This design comes from an exercise in tuning for small area, a short achievable clock period and few clock cycles per item on the open sky130 flow, not from production work. Function was not checked in any run shown here: the RTL went through the layout flow alone. Power figures rest on the tool's default switching activity, not on a simulated workload.

==> flow/design.v, too long to show whole: its modules and the start of the top module <==
// module csa_layer: 1423 lines
// module result_buffer: 68 lines
// module wallace_mult: 33 lines
module wallace_mult (
	input  logic                  clk,
	input  logic                  rst_n,
	input  logic                  in_valid,
	input  wallace_pkg::operand_t a,
	input  wallace_pkg::operand_t b,
	output logic                  in_credit,
	output logic                  out_valid,
	output wallace_pkg::product_t product,
	input  logic                  out_credit
);
  // ...
==> flow/run.sh <==
#!/bin/bash
# synth_recipe.tcl (not shown) runs the flow's synth.tcl, then flattens the netlist and writes it again
# the make line also repeats each setting of config.mk as NAME=value (left out here)
make -C /OpenROAD-flow-scripts/flow DESIGN_CONFIG=/design/flow/config.mk WORK_HOME=/design/flow/orfs CLKGATE_MAP_FILE= SYNTH_SCRIPT=/design/flow/synth_recipe.tcl finish
==> flow/config.mk <==
export PLATFORM = sky130hd
export DESIGN_NAME = wallace_mult
export DESIGN_NICKNAME = wallace_mult
export VERILOG_FILES = /design/flow/design.v
export SDC_FILE = /design/flow/constraint.sdc
export NUM_CORES = 4
export LEC_CHECK = 0
export CAP_MARGIN = 20
export CORE_MARGIN = 2
export CORE_UTILIZATION = 40
export SETUP_SLACK_MARGIN = 1.5
export SLEW_MARGIN = 20
==> flow/constraint.sdc <==
create_clock -name core_clock -period 4.0 [get_ports {clk}]
set_input_delay 0.8000 -clock core_clock [delete_from_list [all_inputs] [get_ports {clk}]]
set_output_delay 0.8000 -clock core_clock [all_outputs]
set_load 0.01 [all_outputs]
==> results.txt, run 1 <==
Max Cap Violations=0; final setup margin=0.813 ns; first-pass GRT wire length=52600 um; Final Util=51.9%; area share of fa/ha/maj cells after synthesis=16.8%; filler-free cell count of the finished design=around 1800; drt via density=5.49; dpl cell area=14600 sq um; GP Congestion=0.929; vias in the first global route=a little under 10000; Main power group=combinational cells; fin. max-slew vios=0; P_comb=6.27 mW; I/O Buffers=69; Pwr Total=around 12 mW; routed wl met2=14500 um; Post-CTS Hold Buffers=0; Critical Path Source=u_csa.st1_q[41]; Reg2Reg Capture Point=u_csa.st2_q[24]; FF/Latch Area=5760 sq um; Synth Area in Simple Gates=6.60%; largest cell class by area=multi-input combinational cells; metal3 WL=2620 um; reg-to-reg startpoint=u_csa.st1_q[41]; Reg2Reg Setup Slack=just over 0.8 ns; most frequent cells in the layout=185 x edfxtp_1, 138 x buf_4, 85 x xnor2_1; most common cell after layout, fill and taps aside=edfxtp_1; # Post-CTS Setup Buffers=around 140; Final Cycle Share=79.7%; status=complete, no violations; Top delay family on crit path=adder cells; drt pass-1 iters=6
==> run 2: changes to the inputs <==
--- a/flow/design.v
+++ b/flow/design.v
@@ -646,80 +646,99 @@
 	logic sel1_4_q1;
 	logic sel2_4_q1;
 	logic sel3_4_q1;
 	logic sel4_4_q1;
 	logic sel1_5_q1;
 	logic sel2_5_q1;
 	logic s1_q1;
 	logic c1_q1;
-	logic [62:0] st2_q;
+	logic [81:0] st2_q;
+	logic s9_q2;
+	logic s11_q2;
+	logic s14_q2;
+	logic s16_q2;
+	logic s18_q2;
+	logic s20_q2;
+	logic s22_q2;
+	logic s24_q2;
+	logic s26_q2;
+	logic s27_q2;
+	logic s29_q2;
+	logic s31_q2;
+	logic c40_q2;
+	logic s41_q2;
+	logic c41_q2;
+	logic s42_q2;
+	logic c42_q2;
+	logic s43_q2;
+	logic c43_q2;
+	logic s44_q2;
+	logic c44_q2;
+	logic s45_q2;
+	logic c45_q2;
+	logic s46_q2;
+	logic c46_q2;
+	logic s47_q2;
+	logic c47_q2;
+	logic s48_q2;
+	logic c48_q2;
+	logic s49_q2;
+	logic c49_q2;
+	logic s50_q2;
+	logic c50_q2;
+	logic s51_q2;
+	logic c51_q2;
+	logic s52_q2;
+	logic c64_q2;
+	logic s65_q2;
+	logic c65_q2;
+	logic s66_q2;
+	logic c66_q2;
+	logic s67_q2;
+	logic c67_q2;
+	logic c68_q2;
 	logic c69_q2;
-	logic s70_q2;
-	logic c70_q2;
-	logic s71_q2;
-	logic c71_q2;
-	logic s72_q2;
-	logic c72_q2;
-	logic s73_q2;
-	logic c73_q2;
-	logic s74_q2;
-	logic c74_q2;
-	logic s75_q2;
+	logic c76_q2;
+	logic c77_q2;
+	logic c78_q2;
+	logic c79_q2;
+	logic s80_q2;
+	logic c80_q2;
+	logic s81_q2;
 	logic p0_q2;
+	logic p5_q2;
+	logic p6_q2;
 	logic p7_q2;
 	logic g8_q2;
 	logic p8_q2;
+	logic g9_q2;
 	logic p9_q2;
-	logic g10_q2;
-	logic p10_q2;
-	logic g11_q2;
-	logic p11_q2;
-	logic g12_q2;
-	logic p12_q2;
-	logic g13_q2;
-	logic p13_q2;
-	logic g14_q2;
-	logic p14_q2;
-	logic g21_q2;
-	logic p21_q2;
-	logic g22_q2;
-	logic p22_q2;
-	logic g23_q2;
-	logic p23_q2;
-	logic g24_q2;
-	logic p24_q2;
-	logic g25_q2;
-	logic p25_q2;
-	logic g26_q2;
-	logic p26_q2;
 	logic g27_q2;
 	logic p27_q2;
 	logic g28_q2;
 	logic p28_q2;
 	logic p29_q2;
+	logic g30_q2;
 	logic p30_q2;
 	logic p31_q2;
-	logic G0_9_q2;
+	logic G0_5_q2;
+	logic P0_5_q2;
+	logic G0_7_q2;
 	logic G0_29_q2;
-	logic P0_29_q2;
+	logic G0_31_q2;
 	logic G1_3_q2;
-	logic G1_7_q2;
-	logic P1_7_q2;
-	logic G1_30_q2;
-	logic G1_31_q2;
-	logic P1_31_q2;
-	logic G2_6_q2;
-	logic P2_7_q2;
+	logic P1_3_q2;
+	logic G1_6_q2;
+	logic G2_4_q2;
+	logic G2_5_q2;
 	logic y1_q2;
 	logic y2_q2;
 	logic y3_q2;
 	logic y4_q2;
-	logic y5_q2;
-	logic y6_q2;
 	assign a3_0 = a3_w[0];
 	assign a3_1 = a3_w[1];
 	assign a3_2 = a3_w[2];
 	assign a3_3 = a3_w[3];
 	assign a3_4 = a3_w[4];
 	assign a3_5 = a3_w[5];
 	assign a3_6 = a3_w[6];
 	assign a3_7 = a3_w[7];
@@ -996,39 +1015,39 @@
 	assign s64 = c36 ^ s4 ^ s37;
 	assign c64 = (c36 & s4) | (c36 & s37) | (s4 & s37);
 	assign s65 = s5 ^ c37 ^ s38;
 	assign c65 = (s5 & c37) | (s5 & s38) | (c37 & s38);
 	assign s66 = s6 ^ c38 ^ s39;
 	assign c66 = (s6 & c38) | (s6 & s39) | (c38 & s39);
 	assign s67 = s7 ^ c39 ^ s40;
 	assign c67 = (s7 & c39) | (s7 & s40) | (c39 & s40);
-	assign s68 = s9 ^ c40 ^ s41;
+	assign s68 = s9_q2 ^ c40_q2 ^ s41_q2;
 	assign c68 = (s9 & c40) | (s9 & s41) | (c40 & s41);
-	assign s69 = s11 ^ c41 ^ s42;
+	assign s69 = s11_q2 ^ c41_q2 ^ s42_q2;
 	assign c69 = (s11 & c41) | (s11 & s42) | (c41 & s42);
-	assign s70 = s14 ^ c42 ^ s43;
-	assign c70 = (s14 & c42) | (s14 & s43) | (c42 & s43);
-	assign s71 = s16 ^ c43 ^ s44;
-	assign c71 = (s16 & c43) | (s16 & s44) | (c43 & s44);
-	assign s72 = s18 ^ c44 ^ s45;
-	assign c72 = (s18 & c44) | (s18 & s45) | (c44 & s45);
-	assign s73 = s20 ^ c45 ^ s46;
-	assign c73 = (s20 & c45) | (s20 & s46) | (c45 & s46);
-	assign s74 = s22 ^ c46 ^ s47;
-	assign c74 = (s22 & c46) | (s22 & s47) | (c46 & s47);
-	assign s75 = s24 ^ c47 ^ s48;
-	assign c75 = (s24 & c47) | (s24 & s48) | (c47 & s48);
-	assign s76 = s26 ^ c48 ^ s49;
+	assign s70 = s14_q2 ^ c42_q2 ^ s43_q2;
+	assign c70 = (s14_q2 & c42_q2) | (s14_q2 & s43_q2) | (c42_q2 & s43_q2);
+	assign s71 = s16_q2 ^ c43_q2 ^ s44_q2;
+	assign c71 = (s16_q2 & c43_q2) | (s16_q2 & s44_q2) | (c43_q2 & s44_q2);
+	assign s72 = s18_q2 ^ c44_q2 ^ s45_q2;
+	assign c72 = (s18_q2 & c44_q2) | (s18_q2 & s45_q2) | (c44_q2 & s45_q2);
+	assign s73 = s20_q2 ^ c45_q2 ^ s46_q2;
+	assign c73 = (s20_q2 & c45_q2) | (s20_q2 & s46_q2) | (c45_q2 & s46_q2);
+	assign s74 = s22_q2 ^ c46_q2 ^ s47_q2;
+	assign c74 = (s22_q2 & c46_q2) | (s22_q2 & s47_q2) | (c46_q2 & s47_q2);
+	assign s75 = s24_q2 ^ c47_q2 ^ s48_q2;
+	assign c75 = (s24_q2 & c47_q2) | (s24_q2 & s48_q2) | (c47_q2 & s48_q2);
+	assign s76 = s26_q2 ^ c48_q2 ^ s49_q2;
 	assign c76 = (s26 & c48) | (s26 & s49) | (c48 & s49);
-	assign s77 = s27 ^ c49 ^ s50;
+	assign s77 = s27_q2 ^ c49_q2 ^ s50_q2;
 	assign c77 = (s27 & c49) | (s27 & s50) | (c49 & s50);
-	assign s78 = s29 ^ c50 ^ s51;
+	assign s78 = s29_q2 ^ c50_q2 ^ s51_q2;
 	assign c78 = (s29 & c50) | (s29 & s51) | (c50 & s51);
-	assign s79 = s31 ^ c51 ^ s52;
+	assign s79 = s31_q2 ^ c51_q2 ^ s52_q2;
 	assign c79 = (s31 & c51) | (s31 & s52) | (c51 & s52);
 	assign s80 = c31 ^ s53 ^ c52;
 	assign c80 = (c31 & s53) | (c31 & c52) | (s53 & c52);
 	assign s81 = pp4_14 ^ c53 ^ s54;
 	assign c81 = (pp4_14 & c53) | (pp4_14 & s54) | (c53 & s54);
 	assign s82 = pp4_15 ^ s55 ^ c54;
 	assign c82 = (pp4_15 & s55) | (pp4_15 & c54) | (s55 & c54);
 	assign s83 = s56 ^ pp4_16 ^ c55;
@@ -1050,173 +1069,173 @@
 	assign g6 = c60 & s61;
 	assign p6 = c60 ^ s61;
 	assign g7 = c61 & s62;
 	assign p7 = c61 ^ s62;
 	assign g8 = c62 & s63;
 	assign p8 = c62 ^ s63;
 	assign g9 = c63 & s64;
 	assign p9 = c63 ^ s64;
-	assign g10 = c64 & s65;
-	assign p10 = c64 ^ s65;
-	assign g11 = c65 & s66;
-	assign p11 = c65 ^ s66;
-	assign g12 = c66 & s67;
-	assign p12 = c66 ^ s67;
-	assign g13 = c67 & s68;
-	assign p13 = c67 ^ s68;
-	assign g14 = c68 & s69;
-	assign p14 = c68 ^ s69;
-	assign g15 = c69_q2 & s70_q2;
-	assign p15 = c69_q2 ^ s70_q2;
-	assign g16 = c70_q2 & s71_q2;
-	assign p16 = c70_q2 ^ s71_q2;
-	assign g17 = c71_q2 & s72_q2;
-	assign p17 = c71_q2 ^ s72_q2;
-	assign g18 = c72_q2 & s73_q2;
-	assign p18 = c72_q2 ^ s73_q2;
-	assign g19 = c73_q2 & s74_q2;
-	assign p19 = c73_q2 ^ s74_q2;
-	assign g20 = c74_q2 & s75_q2;
-	assign p20 = c74_q2 ^ s75_q2;
+	assign g10 = c64_q2 & s65_q2;
+	assign p10 = c64_q2 ^ s65_q2;
+	assign g11 = c65_q2 & s66_q2;
+	assign p11 = c65_q2 ^ s66_q2;
+	assign g12 = c66_q2 & s67_q2;
+	assign p12 = c66_q2 ^ s67_q2;
+	assign g13 = c67_q2 & s68;
+	assign p13 = c67_q2 ^ s68;
+	assign g14 = c68_q2 & s69;
+	assign p14 = c68_q2 ^ s69;
+	assign g15 = c69_q2 & s70;
+	assign p15 = c69_q2 ^ s70;
+	assign g16 = c70 & s71;
+	assign p16 = c70 ^ s71;
+	assign g17 = c71 & s72;
+	assign p17 = c71 ^ s72;
+	assign g18 = c72 & s73;
+	assign p18 = c72 ^ s73;
+	assign g19 = c73 & s74;
+	assign p19 = c73 ^ s74;
+	assign g20 = c74 & s75;
+	assign p20 = c74 ^ s75;
 	assign g21 = c75 & s76;
 	assign p21 = c75 ^ s76;
-	assign g22 = c76 & s77;
-	assign p22 = c76 ^ s77;
-	assign g23 = c77 & s78;
-	assign p23 = c77 ^ s78;
-	assign g24 = c78 & s79;
-	assign p24 = c78 ^ s79;
-	assign g25 = c79 & s80;
-	assign p25 = c79 ^ s80;
-	assign g26 = c80 & s81;
-	assign p26 = c80 ^ s81;
+	assign g22 = c76_q2 & s77;
+	assign p22 = c76_q2 ^ s77;
+	assign g23 = c77_q2 & s78;
+	assign p23 = c77_q2 ^ s78;
+	assign g24 = c78_q2 & s79;
+	assign p24 = c78_q2 ^ s79;
+	assign g25 = c79_q2 & s80_q2;
+	assign p25 = c79_q2 ^ s80_q2;
+	assign g26 = c80_q2 & s81_q2;
+	assign p26 = c80_q2 ^ s81_q2;
 	assign g27 = c81 & s82;
 	assign p27 = c81 ^ s82;
 	assign g28 = c82 & s83;
 	assign p28 = c82 ^ s83;
 	assign g29 = c83 & s84;
 	assign p29 = c83 ^ s84;
 	assign g30 = c84 & s85;
 	assign p30 = c84 ^ s85;
 	assign g31 = c85 & s86;
 	assign p31 = c85 ^ s86;
 	assign G0_1 = pp0_1 & g0;
 	assign P0_1 = pp0_1 & p0;
 	assign P0_3 = p3 & pp0_2;
 	assign G0_5 = g5 | (p5 & g4);
 	assign P0_5 = p5 & p4;
 	assign G0_7 = g7 | (p7 & g6);
-	assign P0_7 = p7 & p6;
-	assign G0_9 = g9 | (p9 & g8);
+	assign P0_7 = p7_q2 & p6_q2;
+	assign G0_9 = g9_q2 | (p9_q2 & g8_q2);
 	assign P0_9 = p9_q2 & p8_q2;
-	assign G0_11 = g11_q2 | (p11_q2 & g10_q2);
-	assign P0_11 = p11_q2 & p10_q2;
-	assign G0_13 = g13_q2 | (p13_q2 & g12_q2);
-	assign P0_13 = p13_q2 & p12_q2;
-	assign G0_15 = g15 | (p15 & g14_q2);
-	assign P0_15 = p15 & p14_q2;
+	assign G0_11 = g11 | (p11 & g10);
+	assign P0_11 = p11 & p10;
+	assign G0_13 = g13 | (p13 & g12);
+	assign P0_13 = p13 & p12;
+	assign G0_15 = g15 | (p15 & g14);
+	assign P0_15 = p15 & p14;
 	assign G0_17 = g17 | (p17 & g16);
 	assign P0_17 = p17 & p16;
 	assign G0_19 = g19 | (p19 & g18);
 	assign P0_19 = p19 & p18;
-	assign G0_21 = g21_q2 | (p21_q2 & g20);
-	assign P0_21 = p21_q2 & p20;
-	assign G0_23 = g23_q2 | (p23_q2 & g22_q2);
-	assign P0_23 = p23_q2 & p22_q2;
-	assign G0_25 = g25_q2 | (p25_q2 & g24_q2);
-	assign P0_25 = p25_q2 & p24_q2;
-	assign G0_27 = g27_q2 | (p27_q2 & g26_q2);
-	assign P0_27 = p27_q2 & p26_q2;
+	assign G0_21 = g21 | (p21 & g20);
+	assign P0_21 = p21 & p20;
+	assign G0_23 = g23 | (p23 & g22);
+	assign P0_23 = p23 & p22;
+	assign G0_25 = g25 | (p25 & g24);
+	assign P0_25 = p25 & p24;
+	assign G0_27 = g27_q2 | (p27_q2 & g26);
+	assign P0_27 = p27_q2 & p26;
 	assign G0_29 = g29 | (p29 & g28);
-	assign P0_29 = p29 & p28;
+	assign P0_29 = p29_q2 & p28_q2;
 	assign G0_31 = g31 | (p31 & g30);
-	assign P0_31 = p31 & p30;
+	assign P0_31 = p31_q2 & p30_q2;
 	assign G1_2 = pp0_2 & G0_1;
 	assign P1_2 = pp0_2 & P0_1;
 	assign G1_3 = g3 | (P0_3 & G0_1);
 	assign P1_3 = P0_3 & P0_1;
 	assign G1_6 = g6 | (p6 & G0_5);
-	assign P1_6 = p6 & P0_5;
-	assign G1_7 = G0_7 | (P0_7 & G0_5);
-	assign P1_7 = P0_7 & P0_5;
-	assign G1_10 = g10_q2 | (p10_q2 & G0_9_q2);
-	assign P1_10 = p10_q2 & P0_9;
-	assign G1_11 = G0_11 | (P0_11 & G0_9_q2);
+	assign P1_6 = p6_q2 & P0_5_q2;
+	assign G1_7 = G0_7_q2 | (P0_7 & G0_5_q2);
+	assign P1_7 = P0_7 & P0_5_q2;
+	assign G1_10 = g10 | (p10 & G0_9);
+	assign P1_10 = p10 & P0_9;
+	assign G1_11 = G0_11 | (P0_11 & G0_9);
 	assign P1_11 = P0_11 & P0_9;
-	assign G1_14 = g14_q2 | (p14_q2 & G0_13);
-	assign P1_14 = p14_q2 & P0_13;
+	assign G1_14 = g14 | (p14 & G0_13);
+	assign P1_14 = p14 & P0_13;
 	assign G1_15 = G0_15 | (P0_15 & G0_13);
 	assign P1_15 = P0_15 & P0_13;
 	assign G1_18 = g18 | (p18 & G0_17);
 	assign P1_18 = p18 & P0_17;
 	assign G1_19 = G0_19 | (P0_19 & G0_17);
 	assign P1_19 = P0_19 & P0_17;
-	assign G1_22 = g22_q2 | (p22_q2 & G0_21);
-	assign P1_22 = p22_q2 & P0_21;
+	assign G1_22 = g22 | (p22 & G0_21);
+	assign P1_22 = p22 & P0_21;
 	assign G1_23 = G0_23 | (P0_23 & G0_21);
 	assign P1_23 = P0_23 & P0_21;
-	assign G1_26 = g26_q2 | (p26_q2 & G0_25);
-	assign P1_26 = p26_q2 & P0_25;
+	assign G1_26 = g26 | (p26 & G0_25);
+	assign P1_26 = p26 & P0_25;
 	assign G1_27 = G0_27 | (P0_27 & G0_25);
 	assign P1_27 = P0_27 & P0_25;
-	assign G1_30 = g30 | (p30 & G0_29);
-	assign P1_30 = p30_q2 & P0_29_q2;
-	assign G1_31 = G0_31 | (P0_31 & G0_29);
+	assign G1_30 = g30_q2 | (p30_q2 & G0_29_q2);
+	assign P1_30 = p30_q2 & P0_29;
+	assign G1_31 = G0_31_q2 | (P0_31 & G0_29_q2);
 	assign P1_31 = P0_31 & P0_29;
 	assign G2_4 = g4 | (p4 & G1_3);
 	assign P2_4 = p4 & P1_3;
 	assign G2_5 = G0_5 | (P0_5 & G1_3);
 	assign P2_5 = P0_5 & P1_3;
-	assign G2_6 = G1_6 | (P1_6 & G1_3);
-	assign P2_6 = P1_6 & P1_3;
-	assign G2_7 = G1_7_q2 | (P1_7_q2 & G1_3_q2);
-	assign P2_7 = P1_7 & P1_3;
-	assign G2_12 = g12_q2 | (p12_q2 & G1_11);
-	assign P2_12 = p12_q2 & P1_11;
+	assign G2_6 = G1_6_q2 | (P1_6 & G1_3_q2);
+	assign P2_6 = P1_6 & P1_3_q2;
+	assign G2_7 = G1_7 | (P1_7 & G1_3_q2);
+	assign P2_7 = P1_7 & P1_3_q2;
+	assign G2_12 = g12 | (p12 & G1_11);
+	assign P2_12 = p12 & P1_11;
 	assign G2_13 = G0_13 | (P0_13 & G1_11);
 	assign P2_13 = P0_13 & P1_11;
 	assign G2_14 = G1_14 | (P1_14 & G1_11);
 	assign P2_14 = P1_14 & P1_11;
 	assign G2_15 = G1_15 | (P1_15 & G1_11);
 	assign P2_15 = P1_15 & P1_11;
 	assign G2_20 = g20 | (p20 & G1_19);
 	assign P2_20 = p20 & P1_19;
 	assign G2_21 = G0_21 | (P0_21 & G1_19);
 	assign P2_21 = P0_21 & P1_19;
 	assign G2_22 = G1_22 | (P1_22 & G1_19);
 	assign P2_22 = P1_22 & P1_19;
 	assign G2_23 = G1_23 | (P1_23 & G1_19);
 	assign P2_23 = P1_23 & P1_19;
 	assign G2_28 = g28_q2 | (p28_q2 & G1_27);
 	assign P2_28 = p28_q2 & P1_27;
-	assign G2_29 = G0_29_q2 | (P0_29_q2 & G1_27);
-	assign P2_29 = P0_29_q2 & P1_27;
-	assign G2_30 = G1_30_q2 | (P1_30 & G1_27);
+	assign G2_29 = G0_29_q2 | (P0_29 & G1_27);
+	assign P2_29 = P0_29 & P1_27;
+	assign G2_30 = G1_30 | (P1_30 & G1_27);
 	assign P2_30 = P1_30 & P1_27;
-	assign G2_31 = G1_31_q2 | (P1_31_q2 & G1_27);
-	assign P2_31 = P1_31_q2 & P1_27;
+	assign G2_31 = G1_31 | (P1_31 & G1_27);
+	assign P2_31 = P1_31 & P1_27;
 	assign G3_8 = g8_q2 | (p8_q2 & G2_7);
-	assign P3_8 = p8_q2 & P2_7_q2;
-	assign G3_9 = G0_9_q2 | (P0_9 & G2_7);
-	assign P3_9 = P0_9 & P2_7_q2;
+	assign P3_8 = p8_q2 & P2_7;
+	assign G3_9 = G0_9 | (P0_9 & G2_7);
+	assign P3_9 = P0_9 & P2_7;
 	assign G3_10 = G1_10 | (P1_10 & G2_7);
-	assign P3_10 = P1_10 & P2_7_q2;
+	assign P3_10 = P1_10 & P2_7;
 	assign G3_11 = G1_11 | (P1_11 & G2_7);
-	assign P3_11 = P1_11 & P2_7_q2;
+	assign P3_11 = P1_11 & P2_7;
 	assign G3_12 = G2_12 | (P2_12 & G2_7);
-	assign P3_12 = P2_12 & P2_7_q2;
+	assign P3_12 = P2_12 & P2_7;
 	assign G3_13 = G2_13 | (P2_13 & G2_7);
-	assign P3_13 = P2_13 & P2_7_q2;
+	assign P3_13 = P2_13 & P2_7;
 	assign G3_14 = G2_14 | (P2_14 & G2_7);
-	assign P3_14 = P2_14 & P2_7_q2;
+	assign P3_14 = P2_14 & P2_7;
 	assign G3_15 = G2_15 | (P2_15 & G2_7);
-	assign P3_15 = P2_15 & P2_7_q2;
-	assign G3_24 = g24_q2 | (p24_q2 & G2_23);
-	assign P3_24 = p24_q2 & P2_23;
+	assign P3_15 = P2_15 & P2_7;
+	assign G3_24 = g24 | (p24 & G2_23);
+	assign P3_24 = p24 & P2_23;
 	assign G3_25 = G0_25 | (P0_25 & G2_23);
 	assign P3_25 = P0_25 & P2_23;
 	assign G3_26 = G1_26 | (P1_26 & G2_23);
 	assign P3_26 = P1_26 & P2_23;
 	assign G3_27 = G1_27 | (P1_27 & G2_23);
 	assign P3_27 = P1_27 & P2_23;
 	assign G3_28 = G2_28 | (P2_28 & G2_23);
 	assign P3_28 = P2_28 & P2_23;
@@ -1257,38 +1276,38 @@
 	assign G4_30 = G3_30 | (P3_30 & G3_15);
 	assign P4_30 = P3_30 & P3_15;
 	assign G4_31 = G3_31 | (P3_31 & G3_15);
 	assign P4_31 = P3_31 & P3_15;
 	assign y1 = pp0_1 ^ g0;
 	assign y2 = pp0_2 ^ G0_1;
 	assign y3 = p3 ^ G1_2;
 	assign y4 = p4 ^ G1_3;
-	assign y5 = p5 ^ G2_4;
-	assign y6 = p6 ^ G2_5;
-	assign y7 = p7_q2 ^ G2_6_q2;
+	assign y5 = p5_q2 ^ G2_4_q2;
+	assign y6 = p6_q2 ^ G2_5_q2;
+	assign y7 = p7_q2 ^ G2_6;
 	assign y8 = p8_q2 ^ G2_7;
 	assign y9 = p9_q2 ^ G3_8;
-	assign y10 = p10_q2 ^ G3_9;
-	assign y11 = p11_q2 ^ G3_10;
-	assign y12 = p12_q2 ^ G3_11;
-	assign y13 = p13_q2 ^ G3_12;
-	assign y14 = p14_q2 ^ G3_13;
+	assign y10 = p10 ^ G3_9;
+	assign y11 = p11 ^ G3_10;
+	assign y12 = p12 ^ G3_11;
+	assign y13 = p13 ^ G3_12;
+	assign y14 = p14 ^ G3_13;
 	assign y15 = p15 ^ G3_14;
 	assign y16 = p16 ^ G3_15;
 	assign y17 = p17 ^ G4_16;
 	assign y18 = p18 ^ G4_17;
 	assign y19 = p19 ^ G4_18;
 	assign y20 = p20 ^ G4_19;
-	assign y21 = p21_q2 ^ G4_20;
-	assign y22 = p22_q2 ^ G4_21;
-	assign y23 = p23_q2 ^ G4_22;
-	assign y24 = p24_q2 ^ G4_23;
-	assign y25 = p25_q2 ^ G4_24;
-	assign y26 = p26_q2 ^ G4_25;
+	assign y21 = p21 ^ G4_20;
+	assign y22 = p22 ^ G4_21;
+	assign y23 = p23 ^ G4_22;
+	assign y24 = p24 ^ G4_23;
+	assign y25 = p25 ^ G4_24;
+	assign y26 = p26 ^ G4_25;
 	assign y27 = p27_q2 ^ G4_26;
 	assign y28 = p28_q2 ^ G4_27;
 	assign y29 = p29_q2 ^ G4_28;
 	assign y30 = p30_q2 ^ G4_29;
 	assign y31 = p31_q2 ^ G4_30;
 	always_ff @(posedge clk) begin
 		if (en[0]) begin
 			st1_q <= {c1, s1, sel2_5, sel1_5, sel4_4, sel3_4, sel2_4, sel1_4, sel4_3, sel3_3, sel2_3, sel1_3, sel4_2, sel3_2, sel2_2, sel1_2, sel4_1, sel3_1, sel2_1, sel1_1, sel4_0, sel3_0, sel2_0, sel1_0, a3_17, a3_16, a3_15, a3_14, a3_13, a3_12, a3_11, a3_10, a3_9, a3_8, a3_7, a3_6, a3_5, a3_4, a3_3, a3_2, a3_1, a3_0, b[14], b[11], b[8], b[5], a[15], a[14], a[13], a[12], a[11], a[10], a[9], a[8], a[7], a[6], a[5], a[4], a[3], a[2], a[1], b[2], a[0]};
@@ -1354,83 +1373,102 @@
 	assign sel3_4_q1 = st1_q[57];
 	assign sel4_4_q1 = st1_q[58];
 	assign sel1_5_q1 = st1_q[59];
 	assign sel2_5_q1 = st1_q[60];
 	assign s1_q1 = st1_q[61];
 	assign c1_q1 = st1_q[62];
 	always_ff @(posedge clk) begin
 		if (en[1]) begin
-			st2_q <= {y6, y5, y4, y3, y2, y1, P2_7, G2_6, P1_31, G1_31, G1_30, P1_7, G1_7, G1_3, P0_29, G0_29, G0_9, p31, p30, p29, p28, g28, p27, g27, p26, g26, p25, g25, p24, g24, p23, g23, p22, g22, p21, g21, p14, g14, p13, g13, p12, g12, p11, g11, p10, g10, p9, p8, g8, p7, p0, s75, c74, s74, c73, s73, c72, s72, c71, s71, c70, s70, c69};
+			st2_q <= {y4, y3, y2, y1, G2_5, G2_4, G1_6, P1_3, G1_3, G0_31, G0_29, G0_7, P0_5, G0_5, p31, p30, g30, p29, p28, g28, p27, g27, p9, g9, p8, g8, p7, p6, p5, p0, s81, c80, s80, c79, c78, c77, c76, c69, c68, c67, s67, c66, s66, c65, s65, c64, s52, c51, s51, c50, s50, c49, s49, c48, s48, c47, s47, c46, s46, c45, s45, c44, s44, c43, s43, c42, s42, c41, s41, c40, s31, s29, s27, s26, s24, s22, s20, s18, s16, s14, s11, s9};
 		end
 	end
-	assign c69_q2 = st2_q[0];
-	assign s70_q2 = st2_q[1];
-	assign c70_q2 = st2_q[2];
-	assign s71_q2 = st2_q[3];
-	assign c71_q2 = st2_q[4];
-	assign s72_q2 = st2_q[5];
-	assign c72_q2 = st2_q[6];
-	assign s73_q2 = st2_q[7];
-	assign c73_q2 = st2_q[8];
-	assign s74_q2 = st2_q[9];
-	assign c74_q2 = st2_q[10];
-	assign s75_q2 = st2_q[11];
-	assign p0_q2 = st2_q[12];
-	assign p7_q2 = st2_q[13];
-	assign g8_q2 = st2_q[14];
-	assign p8_q2 = st2_q[15];
-	assign p9_q2 = st2_q[16];
-	assign g10_q2 = st2_q[17];
-	assign p10_q2 = st2_q[18];
-	assign g11_q2 = st2_q[19];
-	assign p11_q2 = st2_q[20];
-	assign g12_q2 = st2_q[21];
-	assign p12_q2 = st2_q[22];
-	assign g13_q2 = st2_q[23];
-	assign p13_q2 = st2_q[24];
-	assign g14_q2 = st2_q[25];
-	assign p14_q2 = st2_q[26];
-	assign g21_q2 = st2_q[27];
-	assign p21_q2 = st2_q[28];
-	assign g22_q2 = st2_q[29];
-	assign p22_q2 = st2_q[30];
-	assign g23_q2 = st2_q[31];
-	assign p23_q2 = st2_q[32];
-	assign g24_q2 = st2_q[33];
-	assign p24_q2 = st2_q[34];
-	assign g25_q2 = st2_q[35];
-	assign p25_q2 = st2_q[36];
-	assign g26_q2 = st2_q[37];
-	assign p26_q2 = st2_q[38];
-	assign g27_q2 = st2_q[39];
-	assign p27_q2 = st2_q[40];
-	assign g28_q2 = st2_q[41];
-	assign p28_q2 = st2_q[42];
-	assign p29_q2 = st2_q[43];
-	assign p30_q2 = st2_q[44];
-	assign p31_q2 = st2_q[45];
-	assign G0_9_q2 = st2_q[46];
-	assign G0_29_q2 = st2_q[47];
-	assign P0_29_q2 = st2_q[48];
-	assign G1_3_q2 = st2_q[49];
-	assign G1_7_q2 = st2_q[50];
-	assign P1_7_q2 = st2_q[51];
-	assign G1_30_q2 = st2_q[52];
-	assign G1_31_q2 = st2_q[53];
-	assign P1_31_q2 = st2_q[54];
-	assign G2_6_q2 = st2_q[55];
-	assign P2_7_q2 = st2_q[56];
-	assign y1_q2 = st2_q[57];
-	assign y2_q2 = st2_q[58];
-	assign y3_q2 = st2_q[59];
-	assign y4_q2 = st2_q[60];
-	assign y5_q2 = st2_q[61];
-	assign y6_q2 = st2_q[62];
-	assign product = {y31, y30, y29, y28, y27, y26, y25, y24, y23, y22, y21, y20, y19, y18, y17, y16, y15, y14, y13, y12, y11, y10, y9, y8, y7, y6_q2, y5_q2, y4_q2, y3_q2, y2_q2, y1_q2, p0_q2};
+	assign s9_q2 = st2_q[0];
+	assign s11_q2 = st2_q[1];
+	assign s14_q2 = st2_q[2];
+	assign s16_q2 = st2_q[3];
+	assign s18_q2 = st2_q[4];
+	assign s20_q2 = st2_q[5];
+	assign s22_q2 = st2_q[6];
+	assign s24_q2 = st2_q[7];
+	assign s26_q2 = st2_q[8];
+	assign s27_q2 = st2_q[9];
+	assign s29_q2 = st2_q[10];
+	assign s31_q2 = st2_q[11];
+	assign c40_q2 = st2_q[12];
+	assign s41_q2 = st2_q[13];
+	assign c41_q2 = st2_q[14];
+	assign s42_q2 = st2_q[15];
+	assign c42_q2 = st2_q[16];
+	assign s43_q2 = st2_q[17];
+	assign c43_q2 = st2_q[18];
+	assign s44_q2 = st2_q[19];
+	assign c44_q2 = st2_q[20];
+	assign s45_q2 = st2_q[21];
+	assign c45_q2 = st2_q[22];
+	assign s46_q2 = st2_q[23];
+	assign c46_q2 = st2_q[24];
+	assign s47_q2 = st2_q[25];
+	assign c47_q2 = st2_q[26];
+	assign s48_q2 = st2_q[27];
+	assign c48_q2 = st2_q[28];
+	assign s49_q2 = st2_q[29];
+	assign c49_q2 = st2_q[30];
+	assign s50_q2 = st2_q[31];
+	assign c50_q2 = st2_q[32];
+	assign s51_q2 = st2_q[33];
+	assign c51_q2 = st2_q[34];
+	assign s52_q2 = st2_q[35];
+	assign c64_q2 = st2_q[36];
+	assign s65_q2 = st2_q[37];
+	assign c65_q2 = st2_q[38];
+	assign s66_q2 = st2_q[39];
+	assign c66_q2 = st2_q[40];
+	assign s67_q2 = st2_q[41];
+	assign c67_q2 = st2_q[42];
+	assign c68_q2 = st2_q[43];
+	assign c69_q2 = st2_q[44];
+	assign c76_q2 = st2_q[45];
+	assign c77_q2 = st2_q[46];
+	assign c78_q2 = st2_q[47];
+	assign c79_q2 = st2_q[48];
+	assign s80_q2 = st2_q[49];
+	assign c80_q2 = st2_q[50];
+	assign s81_q2 = st2_q[51];
+	assign p0_q2 = st2_q[52];
+	assign p5_q2 = st2_q[53];
+	assign p6_q2 = st2_q[54];
+	assign p7_q2 = st2_q[55];
+	assign g8_q2 = st2_q[56];
+	assign p8_q2 = st2_q[57];
+	assign g9_q2 = st2_q[58];
+	assign p9_q2 = st2_q[59];
+	assign g27_q2 = st2_q[60];
+	assign p27_q2 = st2_q[61];
+	assign g28_q2 = st2_q[62];
+	assign p28_q2 = st2_q[63];
+	assign p29_q2 = st2_q[64];
+	assign g30_q2 = st2_q[65];
+	assign p30_q2 = st2_q[66];
+	assign p31_q2 = st2_q[67];
+	assign G0_5_q2 = st2_q[68];
+	assign P0_5_q2 = st2_q[69];
+	assign G0_7_q2 = st2_q[70];
+	assign G0_29_q2 = st2_q[71];
+	assign G0_31_q2 = st2_q[72];
+	assign G1_3_q2 = st2_q[73];
+	assign P1_3_q2 = st2_q[74];
+	assign G1_6_q2 = st2_q[75];
+	assign G2_4_q2 = st2_q[76];
+	assign G2_5_q2 = st2_q[77];
+	assign y1_q2 = st2_q[78];
+	assign y2_q2 = st2_q[79];
+	assign y3_q2 = st2_q[80];
+	assign y4_q2 = st2_q[81];
+	assign product = {y31, y30, y29, y28, y27, y26, y25, y24, y23, y22, y21, y20, y19, y18, y17, y16, y15, y14, y13, y12, y11, y10, y9, y8, y7, y6, y5, y4_q2, y3_q2, y2_q2, y1_q2, p0_q2};
 endmodule
 module result_buffer #(
 	parameter int NS = 2
 ) (
 	input  logic                  clk,
 	input  logic                  rst_n,
 	input  logic                  in_valid,
 	input  wallace_pkg::product_t push_data,
==> run 2 against run 1 <==
Via count rose by 1.4%; wire length increased by 6.6%; sequential cell count increased by 20; non-clock buffer count rose by 10; die area up 4.2%; first-iteration DRC count shrank 8.7%; register-to-register slack better by 0.23 ns; total power up 28%; count of clock-buffer cells in the layout increased by 10; setup slack gained 0.23 ns; highest routed layer unchanged; largest power group unchanged; largest cell class unchanged.
==> results.txt, run 2 <==
Worst Skew=about 0.014 ns; part of the Yosys area used for sequential elements=45.5%; Die Wd=191 um; final worst path period need=2.95 ns; Antenna Cells=0; most frequent cells in the layout=205 x edfxtp_1, 134 x buf_4, 95 x xnor2_1; synth unique cells=60; mux share of post-synthesis cell area=0.958%; I/O Pins=70; TritonCTS clock tree=built; largest family of logic cells by synthesized area=compound AO/OA/AOI/OAI gates; nets@finish=1525; fin. max-slew vios=0 (unchanged); Post-Syn Nets=~1400; Largest Register=u_csa.st2_q; Syn Area/Cell=~12 sq um; FF/Latch Area=6360 sq um (+10%); layout cell share with drive strength beyond 1=32.0%; # rows=68; routed wl met2=15700 um (+7.9%); initial antenna violation count=0; final setup violation count=0; max_slew headroom=30.7%; Residual DRC=0; final setup margin=1.05 ns (+0.232 ns); via count=9911; top cell type's share of synthesized area=44.0%; remaining antenna violation count after routing=0; number of synthesized register bits=between 200 and 250; Worst EP required=4.28 ns; Syn. warnings=2; clock-pin slew on the worst setup and hold paths=around 0.060 ns; CTS Root Cell=clkbuf_16; drt total wl=35300 um; Arr. time, crit path=3.23 ns; I/O Buffers=69 (unchanged); gr usage total=18.7%; Max Freq=338 MHz; crit path max fanout=5; Top Layer Used=met4; Post-CTS Hold Buffers=0 (unchanged); first-pass GRT wire length=53600 um (+2.0%); area share of fa/ha/maj cells after synthesis=15.6% (-1.1 points); hold_ws=~0.45 ns; XOR/XNOR Fraction of Synth Area=9.45%; sum of net half-perimeters after detailed placement=22400 um; nature of the critical path startpoint=register; Starting DRT DRC Count=811; CP endpoint kind=register; synthesized instance count=1190; most common cell after layout, fill and taps aside=edfxtp_1; largest net degree at the start of global routing=81; H-tree levels=1; full die area=36500 sq um; Async S/R FF share, synth=3.76%; Synth Area in Simple Gates=5.27% (-1.3 points); Post-synth EDFFs=205; TNS Setup=0 ns; core area=34500 sq um; top cells by area, synth=edfxtp_1 44%, fa_1 8.6%, xnor2_1 6.6%; RSZ-0062 raised after global routing=true; multi-input logic area=between 7000 and 8000 sq um; Hold Crit Class=reg -> reg; Crit Path Class=reg -> reg; Worst VDD drop=0.506 mV; metal3 WL=2680 um (+2.3%); vias in the first global route=9885 (+2.0%); fill count=2843; Regs by FF count=u_csa.st2_q: 80 flops, u_result_buffer.mem: 64 flops, u_csa.st1_q: 61 flops; GP Congestion=0.909 (-2.2%); Die Ht=~190 um; wl on met1=15300 um; Max Root-Sink Buffers=3; drt pass-1 iters=7 (+1); Max Cap Violations=0 (unchanged); Final Cycle Share=73.9% (-5.8 points); Worst-Margin Slew=1.04 ns; Clock Latency Late Sink=0.53 ns; PwrDens=837 nW/um^2; Synth top cells by count=205 x edfxtp_1, 106 x xnor2_1, 101 x inv_1; CTS sink cnt=213; post-synthesis compound-gate area fraction=between 10% and 20%; Largest register FFs=80; LEAKAGE=7.31 nW; Final Hold Vio Count=0; GR Overflow Total=0; Area Overhead vs Synth=32.6%; most common cell in the netlist=edfxtp_1; Final Util=53.8% (+1.9 points); Starting Density=40.6%; status=complete, no violations; Main synth FF type=edfxtp_1; cell taking the most area after synthesis=edfxtp_1; pre-CTS WS=0.766 ns; drt via density=5.42 (-1.2%); Routed WL per cell=19.3 um; Mapped Area=14000 sq um; Inserted Clock Buffers=24
==> run 2: changes by cell type after synthesis, sizes merged, moves of 6 or more <==
cell	previous run	this run
edfxtp	185	205
xnor2	90	106
a21oi	30	37
inv	95	102
xor2	37	44
fa	66	60
maj3	0	6
nor2	42	36
==> run 2: cell type report <==
type                            instances  share of cell area (%)
Clock buffer                           28                    3.32
Clock inverter                         16                    1.01
Inverter                              104                    2.11
Multi-Input combinational cell        749                    42.0
Sequential cell                       213                    34.3
Tap cell                              455                    3.07
Timing Repair Buffer                  263                    14.2
==> run 2: cells by family after synthesis <==
group | after synthesis
and+or+nand+nor | 161
muxes | 12
AOI/OAI and AO/OA | 286
buffers and inverters | 228
DFF | 213
adders and majority gates | 140
xor gates and xnor gates | 150
==> run 2: critical path: stages (launching register included) <==
cell and delay [ns]:
edfxtp_1 0.39, fa_1 0.54, ha_4 0.31, nand2_2 0.05, o211ai_1 0.27, a31oi_4 0.11, or3_4 0.44, o31ai_4 0.22
xor2_2 0.10, mux2_4 0.26
==> run 2: timing repair <==
item | 4_1_cts | 5_1_grt
buffers inserted | 149 | 29
resized for setup | 98 | 93
pin swaps | 72 | 92
cloned | 0 | 3
setup endpoints to repair | 153 | 78
==> run 2: power by group <==
part / switching, mW / internal, mW
Combinational: 4.60 / 4.30
Clock: 0.863 / 1.36
Sequential: 0.381 / 4.02
Total: 5.84 / 9.68
==> run 2: layer usage <==
layer,global-route usage [%],up-vias
met3,3.64,117
met2,29.4,462
met5,0,-
met1,25.2,4697
met4,7.75,0
li1,-,4635
==> run 2: final timing paths <==
check | startpoint | endpoint | depth (start not counted) | slack, ns
min in group asynchronous | rst_n | u_result_buffer.count[1] | 1 | 0.55
worst min-delay path | u_csa.st2_q[80] | u_result_buffer.mem[35] | 0 | 0.45
worst max register to register | u_csa.st2_q[2] | u_result_buffer.mem[23] | 9 | 1.05
max in group asynchronous | rst_n | u_result_buffer.out_cnt[1] | 1 | 3.15
worst max-delay path | u_csa.st2_q[2] | u_result_buffer.mem[23] | 9 | 1.05
worst min register to register | u_csa.st2_q[80] | u_result_buffer.mem[35] | 0 | 0.45
==> run 2: through the flow <==
stage / total power, mW / instances / area (sq um)
CTS: 14.8 / 1796 / 17900
global route: 16.7 / 1828 / 18500
finish: 15.5 / 1828 / 18500
global placement: 11.3 / 1603 / 15100
detailed placement: 11.4 / 1603 / 15100
floorplan: 9.73 / 1190 / 14600

## re-timing with driven ports
The flow's constraints put no driver on any port. The routed layouts listed below were extracted and timed again, unchanged, in two steps. Step 1 (the two cells are an assumption about what drives the block):
set clk [get_ports {clk}]
set_driving_cell -lib_cell sky130_fd_sc_hd__clkbuf_16 $clk
set_driving_cell -lib_cell sky130_fd_sc_hd__buf_2 [delete_from_list [all_inputs] $clk]
Step 2 also shifts input and output timing later by t, the mid clock arrival at the registers, as if the neighbouring blocks saw the same clock. a / b / c = ideal ports / drivers / drivers and shift; a / b = the first two.
| run | t (ns) | setup WS [ns] | worst hold slack (ns) | worst setup path at the end |
|---|---|---|---|---|
| run 1 | 0.493 | 0.813 / 0.813 / 0.813 | 0.448 / 0.448 / 0.448 | register to register |
| run 2 | 0.575 | 1.045 / 1.045 / 1.045 | 0.450 / 0.450 / 0.450 | register to register |
After both steps setup and hold are still met in every run listed.
